From an optimization exercise on the open Yosys and OpenROAD flow, aimed at small area, a short achievable clock period and few clock cycles per item; shortcuts taken in it are not production practice. At most, simulation tests tie the RTL to the original design; equivalence was not proved. The RTL of runs 1 and 2 was laid out without a check of its function.

--- flow/config.mk ---
export PLATFORM = sky130hd
export DESIGN_NAME = intra4x4_pred_engine
export DESIGN_NICKNAME = intra4x4_pred_engine
export VERILOG_FILES = /design/flow/design.v
export SDC_FILE = /design/flow/constraint.sdc
export NUM_CORES = 4
export LEC_CHECK = 0
export CAP_MARGIN = 20
export CORE_MARGIN = 2
export CORE_UTILIZATION = 40
export SLEW_MARGIN = 20
--- flow/constraint.sdc ---
create_clock -name core_clock -period 20.0 [get_ports {clk}]
set_input_delay 4.0000 -clock core_clock [delete_from_list [all_inputs] [get_ports {clk}]]
set_output_delay 4.0000 -clock core_clock [all_outputs]
set_load 0.01 [all_outputs]
--- flow/design.v ---
module intra4x4_pred_engine #(
    parameter int PIX_W    = 8,
    parameter int BLK_COLS = 64,
    parameter int BLK_ROWS = 64,
    parameter int ADDR_W   = 14
) (
    input  logic                     clk,
    input  logic                     rst_n,
    input  logic                     start,
    input  logic [1:0]               mode_cfg,
    output logic                     fetch_req,
    output logic [ADDR_W-1:0]        fetch_addr,
    input  logic                     fetch_valid,
    input  logic [4*PIX_W-1:0]       fetch_data,
    output logic                     res_valid,
    input  logic                     res_ready,
    output logic [16*(PIX_W+1)-1:0]  res_data,
    output logic [1:0]               res_mode,
    output logic [PIX_W+3:0]         res_sad,
    output logic                     busy,
    output logic                     frame_done
);
    localparam int RES_W = PIX_W + 1;
    localparam int SAD_W = PIX_W + 4;
    localparam int RS_W  = PIX_W + 2;
    localparam int ROW_W = 4 * PIX_W;
    localparam int COL_W = $clog2(BLK_COLS);
    localparam int BR_W  = $clog2(BLK_ROWS);
    localparam int CNT_W = BR_W + COL_W + 2;           
    localparam int NROWS = BLK_ROWS * BLK_COLS * 4;    
    localparam int RING  = BLK_COLS * 4;               
    localparam int LAG_W = $clog2(RING);
    localparam int WTAP  = 7;                          
    logic               running;
    logic [1:0]         mode_q;
    logic [CNT_W-1:0]   fcnt;           
    logic               fdone;          
    logic [CNT_W:0]     ecnt;           
    logic [LAG_W-1:0]   lag;            
    logic               lastres;        
    logic [ROW_W-1:0]   fifo [4];
    logic [1:0]         wptr, rptr;
    logic [2:0]         fcount;
    logic               xfer, ev, ev_res, hs;
    logic [ROW_W-1:0]   head;
    logic [1:0]         er;             
    logic [2:0]         fcount_n;
    assign xfer   = fetch_req && fetch_valid;
    assign hs     = res_valid && res_ready;
    assign er     = ecnt[1:0];
    assign head   = fifo[rptr];
    assign ev_res = (er == 2'd1) && (ecnt[CNT_W:2] != '0);
    assign ev     = running && (lag == '0)
                 && (ecnt[CNT_W] ? (ecnt[CNT_W-1:1] == '0) : (fcount != 3'd0))
                 && !(ev_res && res_valid);
    assign fcount_n = fcount + 3'(xfer) - 3'(ev && !ecnt[CNT_W]);
    assign fetch_addr = {fcnt[CNT_W-1 -: BR_W], fcnt[1:0], fcnt[2 +: COL_W]};
    assign busy       = running;
    always_ff @(posedge clk or negedge rst_n) begin
        if (!rst_n) begin
            running    <= 1'b0;
            mode_q     <= '0;
            fcnt       <= '0;
            fdone      <= 1'b0;
            ecnt       <= '0;
            lag        <= '0;
            lastres    <= 1'b0;
            wptr       <= '0;
            rptr       <= '0;
            fcount     <= '0;
            fetch_req  <= 1'b0;
            res_valid  <= 1'b0;
            frame_done <= 1'b0;
        end else begin
            frame_done <= hs && lastres;
            if (!running) begin
                if (start) begin
                    running   <= 1'b1;
                    mode_q    <= mode_cfg;
                    fcnt      <= '0;
                    fdone     <= 1'b0;
                    ecnt      <= '0;
                    lag       <= '0;
                    lastres   <= 1'b0;
                    wptr      <= '0;
                    rptr      <= '0;
                    fcount    <= '0;
                    fetch_req <= 1'b1;
                end
            end else begin
                if (xfer) begin
                    fcnt <= fcnt + CNT_W'(1);
                    wptr <= wptr + 2'd1;
                    if (fcnt == CNT_W'(NROWS - 1)) fdone <= 1'b1;
                end
                fcount <= fcount_n;
                if (ev) begin
                    ecnt <= ecnt + (CNT_W+1)'(1);
                    if (!ecnt[CNT_W]) rptr <= rptr + 2'd1;
                end
                lag <= (ev || ecnt == '0) ? '0 : lag + LAG_W'(1);
                if (fetch_req && !fetch_valid)
                    fetch_req <= 1'b1;
                else
                    fetch_req <= !(fdone || (xfer && fcnt == CNT_W'(NROWS - 1)))
                              && (fcount_n != 3'd4);
                if (ev && ev_res) begin
                    res_valid <= 1'b1;
                    if (ecnt[CNT_W]) lastres <= 1'b1;
                end else if (hs) begin
                    res_valid <= 1'b0;
                    if (lastres) running <= 1'b0;
                end
            end
        end
    end
    always_ff @(posedge clk) begin
        if (xfer) fifo[wptr] <= fetch_data;
    end
    logic [ROW_W-1:0]   chain_c0, chain_c1, chain_c2, chain_c3, chain_c4;
    logic [PIX_W-1:0]   lcol5, lcol6, lcol7, lcol8;
    logic [RS_W-1:0]    rsq_dc, rsq_h, rsq_v;
    logic [PIX_W-1:0]   dcr, dcr2;
    logic [SAD_W-1:0]   acc_dc, acc_h, acc_v;
    logic [PIX_W-1:0]   ring [RING];
    logic               ring_we;
    assign ring_we = ev && ev_res;
    always_ff @(posedge clk) begin
        for (int k = 0; k < RING; k++) begin
            if (k >= WTAP && k < WTAP + 4 && ring_we)
                ring[k] <= chain_c1[(k - WTAP)*PIX_W +: PIX_W];
            else
                ring[k] <= ring[(k + RING - 1) % RING];
        end
    end
    always_ff @(posedge clk) begin
        if (ev) begin
            chain_c0 <= head;
            chain_c1 <= chain_c0;
            chain_c2 <= chain_c1;
            chain_c3 <= chain_c2;
            chain_c4 <= chain_c3;
            lcol5    <= chain_c4[ROW_W-1 -: PIX_W];
            lcol6    <= lcol5;
            lcol7    <= lcol6;
            lcol8    <= lcol7;
        end
    end
    logic [PIX_W-1:0]   t_sad [4];
    logic [PIX_W-1:0]   lpix;
    logic [RS_W-1:0]    rs_dc, rs_h, rs_v;
    function automatic logic [PIX_W:0] sdiff(input logic [PIX_W-1:0] a,
                                             input logic [PIX_W-1:0] b);
        sdiff = {1'b0, a} - {1'b0, b};
    endfunction
    function automatic logic [RS_W-1:0] rowsum(input logic [ROW_W-1:0] p,
                                               input logic [ROW_W-1:0] q);
        logic [PIX_W:0]   d [4];
        logic [RS_W-1:0]  x, s;
        x = '0;
        s = '0;
        for (int c = 0; c < 4; c++) begin
            d[c] = sdiff(p[c*PIX_W +: PIX_W], q[c*PIX_W +: PIX_W]);
            x = x + RS_W'(d[c][PIX_W-1:0] ^ {PIX_W{d[c][PIX_W]}});
            s = s + RS_W'(d[c][PIX_W]);
        end
        rowsum = x + s;
    endfunction
    always_comb begin
        for (int c = 0; c < 4; c++) begin
            case (er)
                2'd0:    t_sad[c] = ring[c + 1];
                2'd1:    t_sad[c] = ring[c + 2];
                2'd2:    t_sad[c] = ring[c + 3];
                default: t_sad[c] = ring[c + 4];
            endcase
        end
        lpix  = chain_c3[ROW_W-1 -: PIX_W];
        rs_dc = rowsum(head, {4{dcr}});
        rs_h  = rowsum(head, {4{lpix}});
        rs_v  = rowsum(head, {t_sad[3], t_sad[2], t_sad[1], t_sad[0]});
    end
    always_ff @(posedge clk) begin
        if (ev) begin
            rsq_dc <= rs_dc;
            rsq_h  <= rs_h;
            rsq_v  <= rs_v;
            acc_dc <= ((er == 2'd1) ? '0 : acc_dc) + SAD_W'(rsq_dc);
            acc_h  <= ((er == 2'd1) ? '0 : acc_h)  + SAD_W'(rsq_h);
            acc_v  <= ((er == 2'd1) ? '0 : acc_v)  + SAD_W'(rsq_v);
        end
    end
    logic [COL_W-1:0]   e_bc;
    logic [BR_W-1:0]    e_br;
    logic               n_tav, n_lav;
    logic [SAD_W-1:0]   sum_t, sum_l, dc_tmp;
    assign e_bc = ecnt[2 +: COL_W];
    assign e_br = ecnt[2 + COL_W +: BR_W];
    always_comb begin
        n_lav = (e_bc != COL_W'(BLK_COLS - 1));
        n_tav = (e_br != '0) || (e_bc == COL_W'(BLK_COLS - 1));
        sum_t = SAD_W'(ring[0]) + SAD_W'(ring[1]) + SAD_W'(ring[2]) + SAD_W'(ring[3]);
        sum_l = SAD_W'(head[ROW_W-1 -: PIX_W]) + SAD_W'(chain_c0[ROW_W-1 -: PIX_W])
              + SAD_W'(chain_c1[ROW_W-1 -: PIX_W]) + SAD_W'(chain_c2[ROW_W-1 -: PIX_W]);
        if (n_tav && n_lav)  dc_tmp = (sum_t + sum_l + SAD_W'(4)) >> 3;
        else if (n_tav)      dc_tmp = (sum_t + SAD_W'(2)) >> 2;
        else if (n_lav)      dc_tmp = (sum_l + SAD_W'(2)) >> 2;
        else                 dc_tmp = SAD_W'(1) << (PIX_W - 1);
    end
    always_ff @(posedge clk) begin
        if (!running) begin
            dcr  <= 8'd128;                                  
        end else if (ev && er == 2'd3) begin
            dcr  <= dc_tmp[PIX_W-1:0];
            dcr2 <= dcr;
        end
    end
    logic               p_tav, p_lav;
    logic [1:0]         sel;
    logic [SAD_W-1:0]   sad_sel;
    logic [PIX_W-1:0]   prow [4][4];
    logic [PIX_W-1:0]   lft  [4];
    logic [PIX_W-1:0]   pred;
    logic [16*RES_W-1:0] res_sel;
    always_comb begin
        p_lav = (e_bc != COL_W'(1));
        p_tav = (e_bc == '0) ? (e_br != BR_W'(1)) : (e_br != '0);
        sel = 2'b00;
        sad_sel = acc_dc;
        case (mode_q)
            2'b01: if (p_lav) sel = 2'b01;
            2'b10: if (p_tav) sel = 2'b10;
            2'b11: begin
                if (p_tav && acc_v < sad_sel) begin
                    sel = 2'b10;
                    sad_sel = acc_v;
                end
                if (p_lav && acc_h < sad_sel) begin
                    sel = 2'b01;
                    sad_sel = acc_h;
                end
            end
            default: sel = 2'b00;
        endcase
        case (sel)
            2'b01:   sad_sel = acc_h;
            2'b10:   sad_sel = acc_v;
            default: sad_sel = acc_dc;
        endcase
        for (int c = 0; c < 4; c++) begin
            prow[0][c] = chain_c4[c*PIX_W +: PIX_W];
            prow[1][c] = chain_c3[c*PIX_W +: PIX_W];
            prow[2][c] = chain_c2[c*PIX_W +: PIX_W];
            prow[3][c] = chain_c1[c*PIX_W +: PIX_W];
        end
        lft[0] = lcol8;
        lft[1] = lcol7;
        lft[2] = lcol6;
        lft[3] = lcol5;
        res_sel = '0;
        for (int r = 0; r < 4; r++) begin
            for (int c = 0; c < 4; c++) begin
                case (sel)
                    2'b01:   pred = lft[r];
                    2'b10:   pred = ring[WTAP - 1 + c];
                    default: pred = dcr2;
                endcase
                res_sel[(4*r + c)*RES_W +: RES_W] = {1'b0, prow[r][c]} - {1'b0, pred};
            end
        end
    end
    always_ff @(posedge clk) begin
        if (ev && ev_res) begin
            res_data <= res_sel;
            res_mode <= sel;
            res_sad  <= sad_sel;
        end
    end
endmodule
--- flow/run.sh ---
#!/bin/bash
# synth_recipe.tcl (not shown) runs the flow's synth.tcl, then flattens the netlist and writes it again
# the make line also repeats each setting of config.mk as NAME=value (left out here)
make -C /OpenROAD-flow-scripts/flow DESIGN_CONFIG=/design/flow/config.mk WORK_HOME=/design/flow/orfs CLKGATE_MAP_FILE= SYNTH_SCRIPT=/design/flow/synth_recipe.tcl finish
==> out/results.tsv, run 1 <==
metric	value	unit
status	complete, no violations	
Core Footprint	198000	µm²
Initial DRC Count	2628	
Inst Count DP	8192	
Layout area overhead	18.3	%
CP max stage cell	mux4_2	
hold wc startpoint	ring[204][2]$_DFF_P_	
CP Capture Type	flop	
buffer levels on the longest clock path	4	
num rows	163	
unrepaired setup endpoints after global routing	no	
post-synthesis compound-gate area fraction	6.22	%
worst slew margin relative to its limit	29.9	%
Seq/Total Area, Yosys	74.1	%
Via density	4.62	
Slew Limit Fails	0	
Die ar.	203000	µm²
Via Count	40105	
Seq cells post-synth	2660	
DRT Wirelength	160	mm
clock latency (worst-skew pair)	920	ps
pre-CTS setup slack	12190	ps
fin cells	8678	
most common cell in the netlist	dfxtp_1	
R2R setup slack	12240	ps
EDFF count, synth	552	
Synth Area in XOR/XNOR	3.39	%
synth top area cells	dfxtp_1 (52%), edfxtp_1 (21%), ha_1 (6.0%), fa_1 (3.0%), xnor2_1 (2.2%)	
drt wl/cell	18.5	µm
worst r2r path cells	30	
Mapped Nets	5924	
TritonCTS sink count	2660	
# IOs	215	
max incr delay on CP	650	ps
Commonest cells post-synth	dfxtp_1 (2056), edfxtp_1 (552), ha_1 (379)	
final hold vios	0	
Post-CTS Repair Setup Buffers	0	
largest net degree at the start of global routing	175	
number of port buffers	214	
ys flop type	dfxtp_1	
Num CTS Buffers	282	
MaxCap Viol Count	0	
largest area contributor in the netlist	dfxtp_1	
Synth Area in Adders	8.92	%
Syn Inst Count	5388	
CP bufs+invs	6	
root buffer cell	clkbuf_16	
hold_ws	273	ps
WP data arrival	8390	ps
CP delay by family, top	adder cells	
minimum clock period	7760	ps
grt ovf	0	
Routed Antenna Nets	0	
CTS clk-pin slew, worst paths	60	ps
number of global-route vias before repair	40727	
Worst path depth	30	
Starting Density	40.3	%
reg-to-reg startpoint	rptr[0]$_DFFE_PN0P_	
Yosys cell types	68	
skew final	83.7	ps
Crit Path Class	flop to flop	
RR Endpoint	rsq_dc[8]$_DFFE_PP_	
drt drc	0	
die height	450	µm
CTS tree	yes	
critical path fanouts, max	34	
Synth Area in Simple Gates	4.04	%
worst-margin pin slew	1050	ps
Syn. warnings	260	
Worst Path Required	20630	ps
setup TNS	0	ps
Die W	450	µm
H-tree levels	5	
worst min path class	flop to flop	
Tot GR Track Use	15.9	%
GP Congestion	0.895	
layout cells sized above 1	9.06	%
global-route wire length before repair	245	mm
Nets	6372	
period utilisation layout	38.8	%
Post-CTS Resized	0	
antenna violations before repair	13	
setup slack after layout	12240	ps
main combinational cell family by area after synthesis	adder cells	
Async S/R FF share, synth	1.95	%
DR pass1 iterations	9	
post-synthesis mux area share	1.57	%
crit path capture	rsq_dc[8]$_DFFE_PP_	
# hold bufs at CTS	0	
crit start category	flop	
Avg Inst Size Synth	14.8	µm²
Finish-stage setup viols	0	
hpwl dp	110	mm
Yosys top cell area share	51.7	%
Worst Setup SP	rptr[0]$_DFFE_PN0P_	
Cell Area, Synth	79700	µm²
Max Clk Rate	129	MHz
==> cell type report <==
class                      instances  area [µm²]
timing repair buffer             238        2330
fill                           16998      103000
inverter                         295        1110
clock buffer                     386        8170
multi-input combinational       2359       19200
sequential                      2660       59000
antenna                            2        5.00
tap                             2640        3300
clock inverter                    98        1090
==> cell usage in the layout, fill, tap and decap left out, drive strengths merged, types with 22 or more instances in the layout <==
| cell | netlist | layout |
|---|---|---|
| nand2 | 202 | 202 |
| buf | 21 | 25 |
| mux4 | 32 | 32 |
| a21oi | 208 | 208 |
| xor2 | 111 | 111 |
| nor2 | 185 | 185 |
| a222oi | 28 | 28 |
| dfxtp | 2056 | 2056 |
| dfrtp | 52 | 52 |
| nand3 | 36 | 36 |
| mux2 | 34 | 34 |
| clkinv | 1 | 58 |
| nand2b | 57 | 57 |
| nor3 | 22 | 22 |
| o21bai | 38 | 38 |
| o21ai | 295 | 295 |
| and2 | 35 | 35 |
| fa | 118 | 118 |
| nor2b | 63 | 63 |
| a21o | 80 | 80 |
| inv | 294 | 306 |
| edfxtp | 552 | 552 |
| xnor2 | 197 | 197 |
| ha | 379 | 379 |
| a21boi | 38 | 38 |
| clkdlybuf4s50 | 0 | 213 |
| clkbuf | 53 | 386 |
==> stage by stage <==
step,util (%),instance area [µm²]
after floorplan,-,79700
after global placement,43.0,85000
after detailed placement,43.0,85000
after CTS,47.7,94300
after global routing,47.7,94300
final,47.7,94300
==> layer usage <==
| layer | global-route usage, % | up-vias | wire [µm] |
|---|---|---|---|
| met1 | 22.8 | 19496 | 77200 |
| met4 | 4.77 | 12 | 3810 |
| met5 | 0 | - | 78 |
| met3 | 3.90 | 289 | 9550 |
| met2 | 23.6 | 994 | 69400 |
| li1 | - | 19314 | - |
==> sequential cells by signal, summed over array words and instances (netlist names), 32 cells and up <==
| name | cells |
|---|---|
| ring | 2048 |
| res_data | 144 |
| fifo | 128 |
| chain_c0 | 32 |
| chain_c1 | 32 |
| chain_c2 | 32 |
| chain_c3 | 32 |
| chain_c4 | 32 |
==> how the worst min path moves through the flow <==
stage	end	cells past startpoint
2_1_floorplan	ring[0][0]$_DFF_P_	0
3_3_place_gp	ring[176][3]$_DFF_P_	0
3_5_place_dp	ring[106][5]$_DFF_P_	0
4_1_cts	ring[205][2]$_DFF_P_	0
5_1_grt	ring[201][2]$_DFF_P_	0
6_report	ring[205][2]$_DFF_P_	0
==> kinds of logic after synthesis <==
logic type,Yosys count
buffers and inverters,369
muxes,81
DFF,2660
and+or+nand+nor,668
AOI/OAI and AO/OA,805
adders and majority gates,497
xor gates and xnor gates,308
==> run 2, diff against run 1 <==
--- a/flow/config.mk
+++ b/flow/config.mk
@@ -6,4 +6,5 @@
 export NUM_CORES = 4
 export LEC_CHECK = 0
+export ABC_CLOCK_PERIOD_IN_PS = 5000
 export CAP_MARGIN = 20
 export CORE_MARGIN = 2
==> run 2 against run 1 <==
Compared with the run above: count of clock-buffer cells in the layout unchanged; setup slack unchanged; clock skew unchanged; sequential cell count unchanged; critical path type unchanged; largest cell class unchanged.
==> out/results.tsv, run 2 <==
metric	value	unit
worst min path class	flop to flop	
global-route wire length before repair	245	mm
most common cell in the netlist	dfxtp_1	
Yosys top cell area share	51.7	%
clock latency (worst-skew pair)	920	ps
number of global-route vias before repair	40727	
antenna violations before repair	13	
period utilisation layout	38.8	%
CP Capture Type	flop	
Seq cells post-synth	2660	
Layout area overhead	18.3	%
Core Footprint	198000	µm²
leading cell types in the layout, fill and taps excluded	dfxtp_1 (2056), edfxtp_1 (552), ha_1 (376)	
number of port buffers	214	
largest reg by FF count	ring	
hold_ws	273	ps
Avg Inst Size Synth	14.8	µm²
MaxCap Viol Count	0	
# IOs	215	
largest area contributor in the netlist	dfxtp_1	
Seq/Total Area, Yosys	74.1	%
Die W	450	µm
Mapped Nets	5924	
max incr delay on CP	650	ps
Crit Path Class	flop to flop	
Slew Limit Fails	0	
Via density	4.62	
minimum clock period	7760	ps
Syn Inst Count	5388	
Finish-stage setup viols	0	
Initial DRC Count	2628	
unrepaired setup endpoints after global routing	no	
worst-margin pin slew	1050	ps
ys flop type	dfxtp_1	
Starting Density	40.3	%
hpwl dp	110	mm
WP data arrival	8390	ps
Routed Antenna Nets	0	
grt ovf	0	
layout cells sized above 1	9.06	%
Worst Path Required	20630	ps
CTS clk-pin slew, worst paths	60	ps
Max Clk Rate	129	MHz
CP bufs+invs	6	
num rows	163	
DR pass1 iterations	9	
final hold vios	0	
drt drc	0	
CP delay by family, top	adder cells	
Via Count	40105	
Cell Area, Placed	85000	µm²
post-layout instance area	94300	µm²
# hold bufs at CTS	0	
Async S/R FF share, synth	1.95	%
root buffer cell	clkbuf_16	
largest net degree at the start of global routing	175	
Cell Area, Synth	79700	µm²
TritonCTS sink count	2660	
H-tree levels	5	
Nets	6372	
Post-CTS Resized	0	
most common cell after layout, fill and taps aside	dfxtp_1	
crit start category	flop	
buffer levels on the longest clock path	4	
Syn. warnings	260	
DRT Wirelength	160	mm
die height	450	µm
Post-CTS Repair Setup Buffers	0	
Num CTS Buffers	282	
GP Congestion	0.895	
Yosys cell types	68	
Commonest cells post-synth	dfxtp_1 (2056), edfxtp_1 (552), ha_1 (379)	
Tot GR Track Use	15.9	%
Largest regs	ring (2048), res_data (144), fifo (128)	
CTS tree	yes	
worst slew margin relative to its limit	29.9	%
EDFF count, synth	552	
number of flip-flops in the largest register	2048	
critical path fanouts, max	34	
status	complete, no violations	
skew final	83.7	ps
Die ar.	203000	µm²
drt wl/cell	18.5	µm
CP max stage cell	mux4_2	
synth top area cells	dfxtp_1 (52%), edfxtp_1 (21%), ha_1 (6.0%), fa_1 (3.0%), xnor2_1 (2.2%)	
setup TNS	0	ps
-- run 2: per-stage QoR --
stage / setup slack, ps / std cells / utilization [%]
after floorplan: 12500 / 5388 / -
after global routing: 11610 / 8677 / 47.7
after detailed placement: 12190 / 8192 / 43.0
after CTS: 12130 / 8676 / 47.7
final: 12240 / 8678 / 47.7
after global placement: 12220 / 8192 / 43.0
-- run 2: worst register-to-register path: cells and delay by family, from the launching register on --
family                   cells  cell delay [ps]
AO/OA/AOI/OAI               10             2080
XOR/XNOR                     2              330
adder cells (fa/ha/maj)      7             2740
buffers and inverters        6              960
flip-flops                   1              340
multiplexers                 1              680
AND/OR/NAND/NOR              4              350
-- run 2: path summary, 6_finish.rpt --
path,from,end,slack (ps),cells after the start
max reg2reg,rptr[0]$_DFFE_PN0P_,rsq_dc[8]$_DFFE_PP_,12240,30
min,ring[204][2]$_DFF_P_,ring[205][2]$_DFF_P_,270,0
min in group asynchronous,rst_n,fcnt[6]$_DFFE_PN0P_,3190,2
min reg2reg,ring[204][2]$_DFF_P_,ring[205][2]$_DFF_P_,270,0
max,rptr[0]$_DFFE_PN0P_,rsq_dc[8]$_DFFE_PP_,12240,30
max in group asynchronous,rst_n,mode_q[0]$_DFFE_PN0P_,16270,2
-- run 2: logic make-up (layout without fill, tap and decap cells) --
family                   count (synthesis)  count (layout)  share of synthesized area [%]
XOR/XNOR                               308             308                           3.39
flip-flops                            2660            2660                           74.1
multiplexers                            81              81                           1.57
AO/OA/AOI/OAI                          805             805                           6.22
buffers and inverters                  369            1017                           1.77
other                                    0               2                              0
AND/OR/NAND/NOR                        668             668                           4.04
adder cells (fa/ha/maj)                497             497                           8.92
-- run 2: final cells by class --
type                            instances  area (µm²)
Timing Repair Buffer                  238        2330
Antenna cell                            2        5.00
Tap cell                             2640        3300
Multi-Input combinational cell       2359       19200
Clock inverter                         98        1090
Inverter                              295        1110
Sequential cell                      2660       59000
Clock buffer                          386        8170
Fill cell                           16998      103000
-- run 2: metal layers --
layer,vias up,GRT usage (%),routed length [µm]
li1,19314,-,-
met1,19496,22.8,77200
met2,994,23.6,69400
met3,289,3.90,9550
met4,12,4.77,3810
met5,-,0,78
==> run 3, diff against run 2 <==
--- a/flow/design.v
+++ b/flow/design.v
@@ -31,5 +31,5 @@
     localparam int RING  = BLK_COLS * 4;               
     localparam int LAG_W = $clog2(RING);
-    localparam int WTAP  = 7;                          
+    localparam int WTAP  = 6;                          
     logic               running;
     logic [1:0]         mode_q;
@@ -50,7 +50,7 @@
     assign er     = ecnt[1:0];
     assign head   = fifo[rptr];
-    assign ev_res = (er == 2'd1) && (ecnt[CNT_W:2] != '0);
+    assign ev_res = (er == 2'd0) && (ecnt != '0);
     assign ev     = running && (lag == '0)
-                 && (ecnt[CNT_W] ? (ecnt[CNT_W-1:1] == '0) : (fcount != 3'd0))
+                 && (ecnt[CNT_W] ? (ecnt[CNT_W-1:0] == '0) : (fcount != 3'd0))
                  && !(ev_res && res_valid);
     assign fcount_n = fcount + 3'(xfer) - 3'(ev && !ecnt[CNT_W]);
@@ -118,7 +118,6 @@
         if (xfer) fifo[wptr] <= fetch_data;
     end
-    logic [ROW_W-1:0]   chain_c0, chain_c1, chain_c2, chain_c3, chain_c4;
-    logic [PIX_W-1:0]   lcol5, lcol6, lcol7, lcol8;
-    logic [RS_W-1:0]    rsq_dc, rsq_h, rsq_v;
+    logic [ROW_W-1:0]   chain_c0, chain_c1, chain_c2, chain_c3;
+    logic [PIX_W-1:0]   lcol4, lcol5, lcol6, lcol7;
     logic [PIX_W-1:0]   dcr, dcr2;
     logic [SAD_W-1:0]   acc_dc, acc_h, acc_v;
@@ -129,5 +128,5 @@
         for (int k = 0; k < RING; k++) begin
             if (k >= WTAP && k < WTAP + 4 && ring_we)
-                ring[k] <= chain_c1[(k - WTAP)*PIX_W +: PIX_W];
+                ring[k] <= chain_c0[(k - WTAP)*PIX_W +: PIX_W];
             else
                 ring[k] <= ring[(k + RING - 1) % RING];
@@ -140,9 +139,8 @@
             chain_c2 <= chain_c1;
             chain_c3 <= chain_c2;
-            chain_c4 <= chain_c3;
-            lcol5    <= chain_c4[ROW_W-1 -: PIX_W];
+            lcol4    <= chain_c3[ROW_W-1 -: PIX_W];
+            lcol5    <= lcol4;
             lcol6    <= lcol5;
             lcol7    <= lcol6;
-            lcol8    <= lcol7;
         end
     end
@@ -150,20 +148,7 @@
     logic [PIX_W-1:0]   lpix;
     logic [RS_W-1:0]    rs_dc, rs_h, rs_v;
-    function automatic logic [PIX_W:0] sdiff(input logic [PIX_W-1:0] a,
-                                             input logic [PIX_W-1:0] b);
-        sdiff = {1'b0, a} - {1'b0, b};
-    endfunction
-    function automatic logic [RS_W-1:0] rowsum(input logic [ROW_W-1:0] p,
-                                               input logic [ROW_W-1:0] q);
-        logic [PIX_W:0]   d [4];
-        logic [RS_W-1:0]  x, s;
-        x = '0;
-        s = '0;
-        for (int c = 0; c < 4; c++) begin
-            d[c] = sdiff(p[c*PIX_W +: PIX_W], q[c*PIX_W +: PIX_W]);
-            x = x + RS_W'(d[c][PIX_W-1:0] ^ {PIX_W{d[c][PIX_W]}});
-            s = s + RS_W'(d[c][PIX_W]);
-        end
-        rowsum = x + s;
+    function automatic logic [PIX_W-1:0] absdiff(input logic [PIX_W-1:0] a,
+                                                 input logic [PIX_W-1:0] b);
+        absdiff = (a >= b) ? (a - b) : (b - a);
     endfunction
     always_comb begin
@@ -177,16 +162,18 @@
         end
         lpix  = chain_c3[ROW_W-1 -: PIX_W];
-        rs_dc = rowsum(head, {4{dcr}});
-        rs_h  = rowsum(head, {4{lpix}});
-        rs_v  = rowsum(head, {t_sad[3], t_sad[2], t_sad[1], t_sad[0]});
+        rs_dc = '0;
+        rs_h  = '0;
+        rs_v  = '0;
+        for (int c = 0; c < 4; c++) begin
+            rs_dc = rs_dc + RS_W'(absdiff(head[c*PIX_W +: PIX_W], dcr));
+            rs_h  = rs_h  + RS_W'(absdiff(head[c*PIX_W +: PIX_W], lpix));
+            rs_v  = rs_v  + RS_W'(absdiff(head[c*PIX_W +: PIX_W], t_sad[c]));
+        end
     end
     always_ff @(posedge clk) begin
         if (ev) begin
-            rsq_dc <= rs_dc;
-            rsq_h  <= rs_h;
-            rsq_v  <= rs_v;
-            acc_dc <= ((er == 2'd1) ? '0 : acc_dc) + SAD_W'(rsq_dc);
-            acc_h  <= ((er == 2'd1) ? '0 : acc_h)  + SAD_W'(rsq_h);
-            acc_v  <= ((er == 2'd1) ? '0 : acc_v)  + SAD_W'(rsq_v);
+            acc_dc <= ((er == 2'd0) ? '0 : acc_dc) + SAD_W'(rs_dc);
+            acc_h  <= ((er == 2'd0) ? '0 : acc_h)  + SAD_W'(rs_h);
+            acc_v  <= ((er == 2'd0) ? '0 : acc_v)  + SAD_W'(rs_v);
         end
     end
@@ -249,13 +236,13 @@
         endcase
         for (int c = 0; c < 4; c++) begin
-            prow[0][c] = chain_c4[c*PIX_W +: PIX_W];
-            prow[1][c] = chain_c3[c*PIX_W +: PIX_W];
-            prow[2][c] = chain_c2[c*PIX_W +: PIX_W];
-            prow[3][c] = chain_c1[c*PIX_W +: PIX_W];
-        end
-        lft[0] = lcol8;
-        lft[1] = lcol7;
-        lft[2] = lcol6;
-        lft[3] = lcol5;
+            prow[0][c] = chain_c3[c*PIX_W +: PIX_W];
+            prow[1][c] = chain_c2[c*PIX_W +: PIX_W];
+            prow[2][c] = chain_c1[c*PIX_W +: PIX_W];
+            prow[3][c] = chain_c0[c*PIX_W +: PIX_W];
+        end
+        lft[0] = lcol7;
+        lft[1] = lcol6;
+        lft[2] = lcol5;
+        lft[3] = lcol4;
         res_sel = '0;
         for (int r = 0; r < 4; r++) begin
--- a/flow/config.mk
+++ b/flow/config.mk
@@ -6,5 +6,4 @@
 export NUM_CORES = 4
 export LEC_CHECK = 0
-export ABC_CLOCK_PERIOD_IN_PS = 5000
 export CAP_MARGIN = 20
 export CORE_MARGIN = 2
==> run 3 against run 2 <==
Compared with the run above: setup slack worse by 1000 ps; still clean; final cell count is 0.90% higher; count of clock-buffer cells in the layout decreased by 6; hold slack got worse by 6.9 ps; non-clock buffer count increased by 3; register-to-register slack lost 1000 ps; sequential cell count fell by 62.
==> out/results.tsv, run 3 <==
metric	value	unit
Die ar.	202000	µm²
GP Congestion	0.934	
pre-CTS setup slack	11280	ps
Routed Antenna Nets	0	
Largest regs	ring (2048), res_data (144), fifo (128)	
leading cell types in the layout, fill and taps excluded	dfxtp_1 (2056), edfxtp_1 (490), ha_1 (425)	
antenna violations before repair	21	
buffer levels on the longest clock path	4	
unrepaired setup endpoints after global routing	no	
number of flip-flops in the largest register	2048	
Worst Path Required	20570	ps
grt ovf	0	
most common cell in the netlist	dfxtp_1	
CP Capture Type	flop	
Crit Path Class	flop to flop	
Tot GR Track Use	17.7	%
Via density	4.69	
Cell Area, Synth	79500	µm²
Avg Inst Size Synth	14.5	µm²
layout cells sized above 1	9.05	%
number of port buffers	214	
most common cell after layout, fill and taps aside	dfxtp_1	
H-tree levels	5	
# hold bufs at CTS	0	
final hold vios	0	
Post-CTS Resized	0	
Starting Density	40.3	%
DR pass1 iterations	6	
Syn Inst Count	5483	
Layout area overhead	18.2	%
Via Count	41095	
Seq/Total Area, Yosys	71.9	%
DRT Wirelength	180	mm
Async S/R FF share, synth	2.00	%
largest area contributor in the netlist	dfxtp_1	
period utilisation layout	43.8	%
Final Util	47.6	%
Slew Limit Fails	0	
minimum clock period	8760	ps
Syn. warnings	257	
Core Footprint	197000	µm²
Yosys cell types	89	
worst slew margin relative to its limit	29.6	%
hold_ws	266	ps
worst min path class	flop to flop	
Register Area	57200	µm²
EDFF count, synth	490	
hpwl dp	128	mm
global-route wire length before repair	267	mm
Max Clk Rate	114	MHz
Multi-input gate area	20800	µm²
crit start category	flop	
Commonest cells post-synth	dfxtp_1 (2056), edfxtp_1 (490), ha_1 (427)	
post-layout instance area	93900	µm²
largest reg by FF count	ring	
MaxCap Viol Count	0	
Seq cells post-synth	2598	
WP data arrival	9330	ps
CTS clk-pin slew, worst paths	60	ps
Die W	450	µm
Num CTS Buffers	275	
Inst Count DP	8282	
TritonCTS sink count	2598	
Yosys top cell area share	51.8	%
synth top area cells	dfxtp_1 (52%), edfxtp_1 (19%), ha_1 (6.7%), fa_1 (3.6%), dfrtp_1 (1.6%)	
CP most frequent cell	fa_1	
Initial DRC Count	2733	
largest net degree at the start of global routing	111	
number of global-route vias before repair	41698	
die height	450	µm
clock latency (worst-skew pair)	910	ps
Post-CTS Repair Setup Buffers	0	
setup TNS	0	ps
Cell Area, Placed	84800	µm²
ys flop type	dfxtp_1	
fin cells	8756	
drt wl/cell	20.5	µm
drt drc	0	
setup slack after layout	11240	ps
Nets	6527	
Finish-stage setup viols	0	
CTS tree	yes	
Mapped Nets	6091	
worst-margin pin slew	1060	ps
num rows	163	
CP max stage cell	buf_4	
critical path fanouts, max	50	
skew final	82.9	ps
max incr delay on CP	570	ps
Fillers	17271	
status	complete, no violations	
root buffer cell	clkbuf_16	
# IOs	215	
==> run 3: changes by cell type after synthesis, sizes merged, moves of 42 or more <==
cell	delta
a21o	+49
edfxtp	-62
ha	+48
mux2i	+42
nand2	+78
nor2	-50
o21ai	-70
xnor2	-66
==> run 3: critical path: cells and delay by family, from the launching register on <==
kind            cells  cell delay (ps)
mux                 2              410
flops               1              430
xor+xnor            1              180
buf+inv             4              800
compound gates     13             3450
simple gates        4              340
fa+ha+maj           7             2840
==> run 3: worst paths after layout <==
check | depth (start not counted) | startpoint | slack [ps] | end
min in group asynchronous | 2 | rst_n | 3250 | fcnt[0]$_DFFE_PN0P_
max in group asynchronous | 2 | rst_n | 16170 | rptr[0]$_DFFE_PN0P_
worst min register to register | 0 | ring[139][4]$_DFF_P_ | 270 | ring[140][4]$_DFF_P_
worst max register to register | 31 | ecnt[1]$_DFFE_PN0P_ | 11240 | acc_v[11]$_DFFE_PP_
worst max-delay path | 31 | ecnt[1]$_DFFE_PN0P_ | 11240 | acc_v[11]$_DFFE_PP_
worst min-delay path | 0 | ring[139][4]$_DFF_P_ | 270 | ring[140][4]$_DFF_P_
==> run 3: cells by family after synthesis <==
group           count (synthesis)  share of synthesized area (%)
fa+ha+maj                     569                           10.3
xor+xnor                      231                           2.55
mux                           133                           2.25
compound gates                868                           7.02
simple gates                  670                           3.99
buf+inv                       414                           1.97
flops                        2598                           71.9
==> run 3: final cells by class <==
class / instances / area share, %
tap: 2640 / 3.52
inverter: 332 / 1.34
clock buffer: 380 / 8.41
antenna: 3 / 0.00799
clock inverter: 91 / 1.27
timing repair buffer: 241 / 2.49
sequential: 2598 / 60.9
multi-input combinational: 2471 / 22.1
==> run 3: per-layer routing <==
layer	wire length (µm)	part of all wire, %	track usage [%]	vias to the layer above
li1	-	-	-	19598
met1	78900	44	23.1	20004
met2	82000	46	28.0	1132
met3	10000	5.6	3.86	359
met4	8660	4.8	8.45	2
met5	9	0.0050	0	-
Testbench counts of run 3, summed over its fixed seeds: cycles 262,208, blocks 65,536.

## afterwards: timing with drivers on the ports
The flow's constraints put no driver on any port. The routed layouts listed below were extracted and timed again, unchanged, in two steps. Step 1: set_driving_cell puts a clkbuf_16 on clk and a buf_2 on each other input, an assumption about the parent block. Step 2 moves the port delays by t, midway between the first and last clock arrival at a register: inputs arrive t later, outputs are due t later. That takes back most of the time a late clock gives input paths. a / b / c = ideal ports / drivers / drivers and shift; a / b = the first two.
run	t (ns)	slack for setup (ns)	clock arrival spread, ns	pins driven straight from the clock port
run 1	0.961	12.237 / 12.237 / 12.237	0.084 / 0.084	1
run 2	0.961	12.237 / 12.237 / 12.237	0.084 / 0.084	1
run 3	0.960	11.241 / 11.241 / 11.241	0.115 / 0.115	1
After both steps every run listed still meets setup and hold.
